This is an optimization exercise on Yosys and OpenROAD, whose aim is a short achievable clock period and few clock cycles per item, not a production implementation. At most, simulation tests tie the RTL to the original design; equivalence was not proved. The clock port is modelled as an ideal driver, which makes a skipped or thinned clock tree look cheaper than it is; a real chip needs a root buffer or a tree. Power figures rest on the tool's default switching activity, not on a simulated workload.

## pu_sequencer
module pu_sequencer #(
   parameter int WIDTH = 32,
   parameter int LEN   = 8,
   parameter int ROWS  = 4
) (
   input  logic                             clk,
   input  logic                             rst,
   input  logic                             wr_en,
   input  logic                             wr_sel,
   input  logic [$clog2(ROWS*LEN)-1:0]      wr_addr,
   input  logic [WIDTH-1:0]                 wr_data,
   input  logic                             start,
   output logic                             busy,
   output logic                             done,
   output logic                             pu_en,
   output logic [WIDTH-1:0]                 pu_x1, pu_x2, pu_x3, pu_x4,
   output logic [WIDTH-1:0]                 pu_w1, pu_w2, pu_w3, pu_w4,
   input  logic [WIDTH-1:0]                 pu_data,
   output logic                             out_valid,
   output logic [((ROWS > 1) ? $clog2(ROWS) : 1)-1:0] out_row,
   output logic [WIDTH-1:0]                 out_data
);
export LEC_CHECK = 0
export CAP_MARGIN = 20
export CORE_MARGIN = 2
export CORE_UTILIZATION = 62
export CTS_CLUSTER_DIAMETER = 80
export CTS_CLUSTER_SIZE = 30
export SETUP_SLACK_MARGIN = 3.2
export SLEW_MARGIN = 20
export TNS_END_PERCENT = 100
create_clock -name core_clock -period 5.0 [get_ports {clk}]
standard.sh (not shown) runs the stock make flow with config.mk's settings and CLKGATE_MAP_FILE= SYNTH_SCRIPT=/design/flow/synth_recipe.tcl, a recipe that flattens the netlist after the stock synthesis.
==> flow/flow/run.sh <==
#!/bin/bash
# Standard ORFS layout, with one change to the clock tree after CTS: the
# buffers that TritonCTS puts above its leaf buffers are replaced by four
# root buffers driven by the clock port directly (flow/clktree.tcl). Every
# other step is the standard flow (standard.sh). Each tool's output
# goes to a log of its own in this folder.
set -euo pipefail
here=$(pwd)
bash standard.sh cts > std_cts.log 2>&1
RES=$here/orfs/results/$FLOW_PLATFORM/pu_sequencer/base \
   openroad -no_init -exit flow/clktree.tcl > clktree.log 2>&1
bash standard.sh finish > std_finish.log 2>&1
Other scripts of this flow, unchanged in this note and not shown: flow/flow/clktree.tcl
The first run completed with no timing, DRC or antenna violations.
Testbench counts at the start, summed over its fixed seeds: cycles 10,328, items 1,200.
Edit:
--- a/flow/design.v
+++ b/flow/design.v
@@ -88,58 +88,56 @@
          busy <= 1'b0;
       end else begin
          s1   <= s1_nx;
          req  <= req_nx;
          cnt  <= cnt_nx;
          load <= load_nx;
          busy <= busy_nx;
       end
    end
    logic [NOP-1:0]   slot_oh;                 
    logic [WIDTH-1:0] w_rd_nx [4];
-   logic [WIDTH-1:0] x_hold  [4];
+   logic [WIDTH-1:0] x_lo    [4];
+   logic [WIDTH-1:0] x_hi    [4];
+   logic [WIDTH-1:0] x_lane  [4];
    logic [KW-1:0]    op_k;
    always_ff @(posedge clk) begin
       if (rst) slot_oh <= NOP'(1);
       else if (load || cnt != '0) slot_oh <= {slot_oh[NOP-2:0], slot_oh[NOP-1]};
       else slot_oh <= NOP'(1);
    end
    always_comb begin
       for (int j = 0; j < 4; j++) begin
          w_rd_nx[j] = '0;
          for (int s = 0; s < NOP; s++)
             w_rd_nx[j] = w_rd_nx[j] | ({WIDTH{slot_oh[s]}} & w_buf[4 * s + j]);
+         if (load)        x_lane[j] = x_buf[j];
+         else if (cnt[0]) x_lane[j] = x_hi[j];
+         else             x_lane[j] = x_lo[j];
       end
    end
    always_ff @(posedge clk) begin
       op_k  <= cnt;
       pu_w1 <= w_rd_nx[0];
       pu_w2 <= w_rd_nx[1];
       pu_w3 <= w_rd_nx[2];
       pu_w4 <= w_rd_nx[3];
-      if (load) begin
-         pu_x1 <= x_buf[0];
-         pu_x2 <= x_buf[1];
-         pu_x3 <= x_buf[2];
-         pu_x4 <= x_buf[3];
-         for (int j = 0; j < 4; j++) x_hold[j] <= x_buf[4 + j];
-      end else begin
-         pu_x1 <= x_hold[0];
-         pu_x2 <= x_hold[1];
-         pu_x3 <= x_hold[2];
-         pu_x4 <= x_hold[3];
-         x_hold[0] <= pu_x1;
-         x_hold[1] <= pu_x2;
-         x_hold[2] <= pu_x3;
-         x_hold[3] <= pu_x4;
-      end
+      pu_x1 <= x_lane[0];
+      pu_x2 <= x_lane[1];
+      pu_x3 <= x_lane[2];
+      pu_x4 <= x_lane[3];
+      if (load)
+         for (int j = 0; j < 4; j++) begin
+            x_lo[j] <= x_buf[j];
+            x_hi[j] <= x_buf[4 + j];
+         end
    end
    always_ff @(posedge clk) begin
       if (rst) pu_en <= 1'b0;
       else     pu_en <= load || cnt != '0;
    end
    localparam int BW = 4;                     
    localparam int NB = WIDTH / BW;            
    localparam int BL = $clog2(BW);
    logic             p_v, a_v, last_v;
    logic [KW-1:0]    p_k, a_k;
    logic [WIDTH-1:0] pd_q;
What happened:
- routed wire length increases by about 1%
- first-iteration DRC count rises by 2.9%
- utilization drops by 0.40 points
- cell count went up by 6.3%
- synthesized area climbs by about 7%
- sequential share of layout area climbs by 1.9 points
- setup slack degrades by 0.024 ns
No functional check of the RTL was part of the second run of this note. No run of this note takes its clock network from TritonCTS; it comes from the design's own scripts or RTL.

* * *

Another version of the RTL of pu_sequencer (not shown whole).
Size in the first run: ~3600 cells after synthesis, about 2200 flip-flops, about 370 I/O pins, ~0.067 mm^2 of cells after synthesis.
Settings: LEC_CHECK=0, CAP_MARGIN=20, CORE_MARGIN=2, CORE_UTILIZATION=62, CTS_CLUSTER_DIAMETER=80, CTS_CLUSTER_SIZE=30, SETUP_SLACK_MARGIN=3.2, SLEW_MARGIN=20, TNS_END_PERCENT=100; clock period 5.0 ns.
Scripts as last shown in full above: flow/flow/run.sh
Other scripts of this flow, unchanged in this note and not shown: flow/flow/clktree.tcl
The starting point completed without violations.
==> next run, changes <==
--- a/flow/design.v
+++ b/flow/design.v
@@ -132,17 +132,17 @@
          x_hold[2] <= pu_x3;
          x_hold[3] <= pu_x4;
       end
    end
    always_ff @(posedge clk) begin
       if (rst) pu_en <= 1'b0;
       else     pu_en <= load || cnt != '0;
    end
-   localparam int BW = 8;                     
+   localparam int BW = 4;                     
    localparam int NB = WIDTH / BW;            
    localparam int BL = $clog2(BW);
    logic             p_v, a_v, last_v;
    logic [KW-1:0]    p_k, a_k;
    logic [WIDTH-1:0] pd_q;
    logic [BW:0]      bs0 [NB];                
    logic [BW:0]      bs1 [NB];                
    logic [BW:0]      bs0_nx [NB];
@@ -176,24 +176,39 @@
          for (int i = 1; i < BW; i++) begin
             bs0_nx[n][i] = bp0[n][i] ^ bg[0][n][BL][i-1];
             bs1_nx[n][i] = bp0[n][i] ^ bg[1][n][BL][i-1];
          end
          bs0_nx[n][BW] = bg[0][n][BL][BW-1];
          bs1_nx[n][BW] = bg[1][n][BL][BW-1];
       end
    end
+   localparam int NL = $clog2(NB);
+   logic [NB-1:0]    cg [NL+1];
+   logic [NB-1:0]    cp [NL+1];
    logic [NB:0]      bc;
    logic [WIDTH-1:0] sum_nx;
    always_comb begin
+      for (int n = 0; n < NB; n++) begin
+         cg[0][n] = bs0[n][BW];
+         cp[0][n] = bs1[n][BW];
+      end
+      for (int l = 0; l < NL; l++)
+         for (int n = 0; n < NB; n++)
+            if (n >= (1 << l)) begin
+               cg[l+1][n] = cg[l][n] | (cp[l][n] & cg[l][n - (1 << l)]);
+               cp[l+1][n] = cp[l][n] & cp[l][n - (1 << l)];
+            end else begin
+               cg[l+1][n] = cg[l][n];
+               cp[l+1][n] = cp[l][n];
+            end
       bc[0] = 1'b0;
-      for (int n = 0; n < NB; n++) begin
+      for (int n = 0; n < NB; n++) bc[n+1] = cg[NL][n];
+      for (int n = 0; n < NB; n++)
          sum_nx[BW*n +: BW] = bc[n] ? bs1[n][BW-1:0] : bs0[n][BW-1:0];
-         bc[n+1]            = bc[n] ? bs1[n][BW]     : bs0[n][BW];
-      end
    end
    always_ff @(posedge clk) begin
       pd_q     <= pu_data;
       p_k      <= op_k;
       a_k      <= p_k;
       for (int n = 0; n < NB; n++) begin
          bs0[n] <= bs0_nx[n];
          bs1[n] <= bs1_nx[n];
What happened:
- power hardly moves
- sequential power hardly moves
- cell area came out higher by 0.30%
- worst setup slack hardly moves
- routed wire length came out higher by 1.4%
Testbench counts after the change, summed over its fixed seeds: cycles 10,328, items 1,200.
For the first run of this note, only the layout was checked, not whether the RTL still works. No run of this note takes its clock network from TritonCTS; it comes from the design's own scripts or RTL.

* * *

Setup of the previous run:
Starting RTL as in the previous note.
==> flow/config.mk <==
export PLATFORM = sky130hd
export DESIGN_NAME = pu_sequencer
export DESIGN_NICKNAME = pu_sequencer
export VERILOG_FILES = /design/flow/design.v
export SDC_FILE = /design/flow/constraint.sdc
export NUM_CORES = 4
export LEC_CHECK = 0
export CAP_MARGIN = 20
export CORE_MARGIN = 2
export CORE_UTILIZATION = 55
export CTS_CLUSTER_DIAMETER = 80
export CTS_CLUSTER_SIZE = 30
export SETUP_SLACK_MARGIN = 3.2
export SLEW_MARGIN = 20
export TNS_END_PERCENT = 100
==> flow/constraint.sdc <==
create_clock -name core_clock -period 5.0 [get_ports {clk}]
set_input_delay 1.0000 -clock core_clock [delete_from_list [all_inputs] [get_ports {clk}]]
set_output_delay 1.0000 -clock core_clock [all_outputs]
set_load 0.01 [all_outputs]
Scripts as last shown in full above: flow/flow/run.sh
Other scripts of this flow, unchanged in this note and not shown: flow/flow/clktree.tcl
The following lists how the current run was set up differently from the previous run:
diff --git a/flow/design.v b/flow/design.v
--- a/flow/design.v
+++ b/flow/design.v
@@ -134,13 +134,13 @@
       end
    end
    always_ff @(posedge clk) begin
       if (rst) pu_en <= 1'b0;
       else     pu_en <= load || cnt != '0;
    end
-   localparam int BW = 8;                     
+   localparam int BW = 4;                     
    localparam int NB = WIDTH / BW;            
    localparam int BL = $clog2(BW);
    logic             p_v, a_v, last_v;
    logic [KW-1:0]    p_k, a_k;
    logic [WIDTH-1:0] pd_q;
    logic [BW:0]      bs0 [NB];                
@@ -178,20 +178,35 @@
             bs1_nx[n][i] = bp0[n][i] ^ bg[1][n][BL][i-1];
          end
          bs0_nx[n][BW] = bg[0][n][BL][BW-1];
          bs1_nx[n][BW] = bg[1][n][BL][BW-1];
       end
    end
+   localparam int NL = $clog2(NB);
+   logic [NB-1:0]    cg [NL+1];
+   logic [NB-1:0]    cp [NL+1];
    logic [NB:0]      bc;
    logic [WIDTH-1:0] sum_nx;
    always_comb begin
+      for (int n = 0; n < NB; n++) begin
+         cg[0][n] = bs0[n][BW];
+         cp[0][n] = bs1[n][BW];
+      end
+      for (int l = 0; l < NL; l++)
+         for (int n = 0; n < NB; n++)
+            if (n >= (1 << l)) begin
+               cg[l+1][n] = cg[l][n] | (cp[l][n] & cg[l][n - (1 << l)]);
+               cp[l+1][n] = cp[l][n] & cp[l][n - (1 << l)];
+            end else begin
+               cg[l+1][n] = cg[l][n];
+               cp[l+1][n] = cp[l][n];
+            end
       bc[0] = 1'b0;
-      for (int n = 0; n < NB; n++) begin
+      for (int n = 0; n < NB; n++) bc[n+1] = cg[NL][n];
+      for (int n = 0; n < NB; n++)
          sum_nx[BW*n +: BW] = bc[n] ? bs1[n][BW-1:0] : bs0[n][BW-1:0];
-         bc[n+1]            = bc[n] ? bs1[n][BW]     : bs0[n][BW];
-      end
    end
    always_ff @(posedge clk) begin
       pd_q     <= pu_data;
       p_k      <= op_k;
       a_k      <= p_k;
       for (int n = 0; n < NB; n++) begin
## What came out
Of the current run and the previous run, it is the current run that has the lower transition time at the pin with the least slew margin.
On clock network latency to the later pin of the worst-skew pair, the previous run and the current run are basically level.
First-pass GRT wire length on the current run is behind the previous run.
Cmp the current run vs the previous run: area share of xor/xnor cells in the synthesized design lower in the current run
The current run ended with more die height than the previous run.
The clock network power share on the current run is in line with that on the previous run.
There was hardly any difference in simple-gate area share of the yosys netlist between the previous run and the current run.
The current run: relative area change from synthesis to final layout is 0.60 points lower than what the previous run reported.
Testbench counts of the current run, summed over its fixed seeds: cycles 10,328, items 1,200.
No functional check of the RTL was part of the previous run. In every run of this note, the design's own scripts or RTL, not TritonCTS, make the clock network.

* * *

Another version of the RTL of pu_sequencer (not shown whole).
Size in the first run: about 3600 cells after synthesis, about 370 I/O pins, ~67000 µm² of cells after synthesis.
==> flow/config.mk <==
export PLATFORM = sky130hd
export DESIGN_NAME = pu_sequencer
export DESIGN_NICKNAME = pu_sequencer
export VERILOG_FILES = /design/flow/design.v
export SDC_FILE = /design/flow/constraint.sdc
export NUM_CORES = 4
export LEC_CHECK = 0
export CAP_MARGIN = 20
export CORE_MARGIN = 2
export CORE_UTILIZATION = 55
export CTS_CLUSTER_DIAMETER = 80
export CTS_CLUSTER_SIZE = 30
export SETUP_SLACK_MARGIN = 3.2
export SLEW_MARGIN = 20
export TNS_END_PERCENT = 100
==> flow/constraint.sdc <==
create_clock -name core_clock -period 5.0 [get_ports {clk}]
set_input_delay 1.0000 -clock core_clock [delete_from_list [all_inputs] [get_ports {clk}]]
set_output_delay 1.0000 -clock core_clock [all_outputs]
set_load 0.01 [all_outputs]
Scripts as last shown in full above: flow/flow/run.sh
Other scripts of this flow, unchanged in this note and not shown: flow/flow/clktree.tcl
Then changed:
--- a/flow/design.v
+++ b/flow/design.v
@@ -27,34 +27,35 @@
    logic             wq_sel  [1:NOP];
    logic [AW-1:0]    wq_addr [1:NOP];
    logic [WIDTH-1:0] wq_data [1:NOP];
    always_ff @(posedge clk) begin
       if (rst) begin
          for (int s = 1; s <= NOP; s++) wq_v[s] <= 1'b0;
       end else begin
          wq_v[1] <= wr_en && !busy;
-         for (int s = 2; s <= NOP; s++) wq_v[s] <= wq_v[s-1] && wq_sel[s-1];
+         wq_v[2] <= wq_v[1];
+         for (int s = 3; s <= NOP; s++) wq_v[s] <= wq_v[s-1] && wq_sel[s-1];
       end
    end
    always_ff @(posedge clk) begin
       wq_sel[1]  <= wr_sel;
       wq_addr[1] <= wr_addr;
       wq_data[1] <= wr_data;
       for (int s = 2; s <= NOP; s++) begin
          wq_sel[s]  <= wq_sel[s-1];
          wq_addr[s] <= wq_addr[s-1];
          wq_data[s] <= wq_data[s-1];
       end
    end
    logic [WIDTH-1:0] x_buf [LEN];
    logic [WIDTH-1:0] w_buf [ROWS*LEN];
    always_ff @(posedge clk) begin
       for (int k = 0; k < LEN; k++)
-         if (wq_v[1] && !wq_sel[1] && wq_addr[1] == AW'(k)) x_buf[k] <= wq_data[1];
+         if (wq_v[2] && !wq_sel[2] && wq_addr[2] == AW'(k)) x_buf[k] <= wq_data[2];
       for (int k = 0; k < ROWS * LEN; k++)
          if (wq_v[1 + k/4] && wq_sel[1 + k/4] && wq_addr[1 + k/4] == AW'(k))
             w_buf[k] <= wq_data[1 + k/4];
    end
    logic          s1, req, load;
    logic [KW-1:0] cnt;
    logic          s1_nx, req_nx, load_nx, busy_nx;
    logic [KW-1:0] cnt_nx;
@@ -77,38 +78,42 @@
          s1   <= s1_nx;
          req  <= req_nx;
          cnt  <= cnt_nx;
          load <= load_nx;
          busy <= busy_nx;
       end
    end
    logic [NOP-1:0]   slot_oh;                 
+   logic [WIDTH-1:0] w_rd   [4];
    logic [WIDTH-1:0] w_rd_nx [4];
-   logic [WIDTH-1:0] x_hold  [4];
-   logic [KW-1:0]    op_k;
+   logic [WIDTH-1:0] x_hold [4];
+   logic             rd_v, ld2;
+   logic [KW-1:0]    rd_k, op_k;
    always_ff @(posedge clk) begin
       if (rst) slot_oh <= NOP'(1);
       else if (load || cnt != '0) slot_oh <= {slot_oh[NOP-2:0], slot_oh[NOP-1]};
       else slot_oh <= NOP'(1);
    end
    always_comb begin
       for (int j = 0; j < 4; j++) begin
          w_rd_nx[j] = '0;
          for (int s = 0; s < NOP; s++)
             w_rd_nx[j] = w_rd_nx[j] | ({WIDTH{slot_oh[s]}} & w_buf[4 * s + j]);
       end
    end
    always_ff @(posedge clk) begin
-      op_k  <= cnt;
-      pu_w1 <= w_rd_nx[0];
-      pu_w2 <= w_rd_nx[1];
-      pu_w3 <= w_rd_nx[2];
-      pu_w4 <= w_rd_nx[3];
-      if (load) begin
+      for (int j = 0; j < 4; j++) w_rd[j] <= w_rd_nx[j];
+      rd_k  <= cnt;
+      op_k  <= rd_k;
+      pu_w1 <= w_rd[0];
+      pu_w2 <= w_rd[1];
+      pu_w3 <= w_rd[2];
+      pu_w4 <= w_rd[3];
+      if (ld2) begin
          pu_x1 <= x_buf[0];
          pu_x2 <= x_buf[1];
          pu_x3 <= x_buf[2];
          pu_x4 <= x_buf[3];
          for (int j = 0; j < 4; j++) x_hold[j] <= x_buf[4 + j];
       end else begin
          pu_x1 <= x_hold[0];
          pu_x2 <= x_hold[1];
@@ -116,18 +121,25 @@
          pu_x4 <= x_hold[3];
          x_hold[0] <= pu_x1;
          x_hold[1] <= pu_x2;
          x_hold[2] <= pu_x3;
          x_hold[3] <= pu_x4;
       end
    end
    always_ff @(posedge clk) begin
-      if (rst) pu_en <= 1'b0;
-      else     pu_en <= load || cnt != '0;
+      if (rst) begin
+         rd_v  <= 1'b0;
+         ld2   <= 1'b0;
+         pu_en <= 1'b0;
+      end else begin
+         rd_v  <= load || cnt != '0;
+         ld2   <= load;
+         pu_en <= rd_v;
+      end
    end
    localparam int HW = WIDTH / 2;
    localparam int HL = $clog2(HW);
    logic             p_v, q_v, a_v, last_v;
    logic [KW-1:0]    p_k, q_k, a_k;
    logic [WIDTH-1:0] pd_q, pd_prev;
    logic [HW:0]      sum_lo, sum_lo_nx;
    logic [HW-1:0]    sum_h0, sum_h1, sum_h0_nx, sum_h1_nx;
What happened: Total power rises by 19%; hold slack degrades by 0.027 ns; wire length falls by 0.61%; core utilization falls by 0.27 points; via count rises by 0.75%; clock power rises by 8.0%; global-route usage falls by 1.1 points; final cell count rises by 3.1%.
Testbench counts after the change, summed over its fixed seeds: cycles 10,344, items 1,200.
No functional check of the RTL was part of the first run of this note. In every run of this note, the design's own scripts or RTL, not TritonCTS, make the clock network.

## static timing again, ports no longer ideal
How much do the figures lean on ideal ports? The routed layouts below were timed once more, with nothing changed but the port constraints. Step 1 (the two cells are an assumption about what drives the block):
set clk [get_ports {clk}]
set_driving_cell -lib_cell sky130_fd_sc_hd__clkbuf_16 $clk
set_driving_cell -lib_cell sky130_fd_sc_hd__buf_2 [delete_from_list [all_inputs] $clk]
Step 2 times the ports against the registers' clock, not the clock port: input delays grow and output delays shrink by t, the midpoint of the rising clock arrivals with the driver on. a / b / c = no drivers / after step 1 / after step 2; a / b = the first two.
| run | t, ns | setup slack, ns | hold WS [ns] | worst setup path after step 2 | worst slew at a driven data input, ns |
|---|---|---|---|---|---|
| the first run of note 1 | 0.673 | 3.013 / 2.841 / 2.680 | 0.335 / 0.335 / 0.335 | input to register | 0.07 |
| the second run of note 1 | 0.699 | 2.989 / 2.816 / 2.630 | 0.327 / 0.328 / 0.328 | input to register | 0.07 |
| the first run of note 2 | 0.705 | 2.964 / 2.806 / 2.542 | 0.336 / 0.336 / 0.336 | input to register | 0.08 |
| the second run of note 2 | 0.703 | 2.966 / 2.811 / 2.651 | 0.335 / 0.335 / 0.335 | input to register | 0.07 |
| the previous run | 0.718 | 2.955 / 2.788 / 2.469 | 0.340 / 0.340 / 0.340 | input to register | 0.06 |
| the current run | 0.714 | 2.966 / 2.805 / 2.636 | 0.338 / 0.338 / 0.338 | input to register | 0.10 |
| the first run of note 4 | 0.757 | 2.864 / 2.702 / 2.751 | 0.316 / 0.316 / 0.316 | input to register | 0.07 |
| the second run of note 4 | 0.779 | 2.895 / 2.731 / 2.740 | 0.289 / 0.289 / 0.289 | input to register | 0.09 |
After both steps every run listed still meets setup and hold. For the previous run, which loses most, drivers alone change the setup slack by -0.167 ns; drivers and shift together by -0.486 ns.
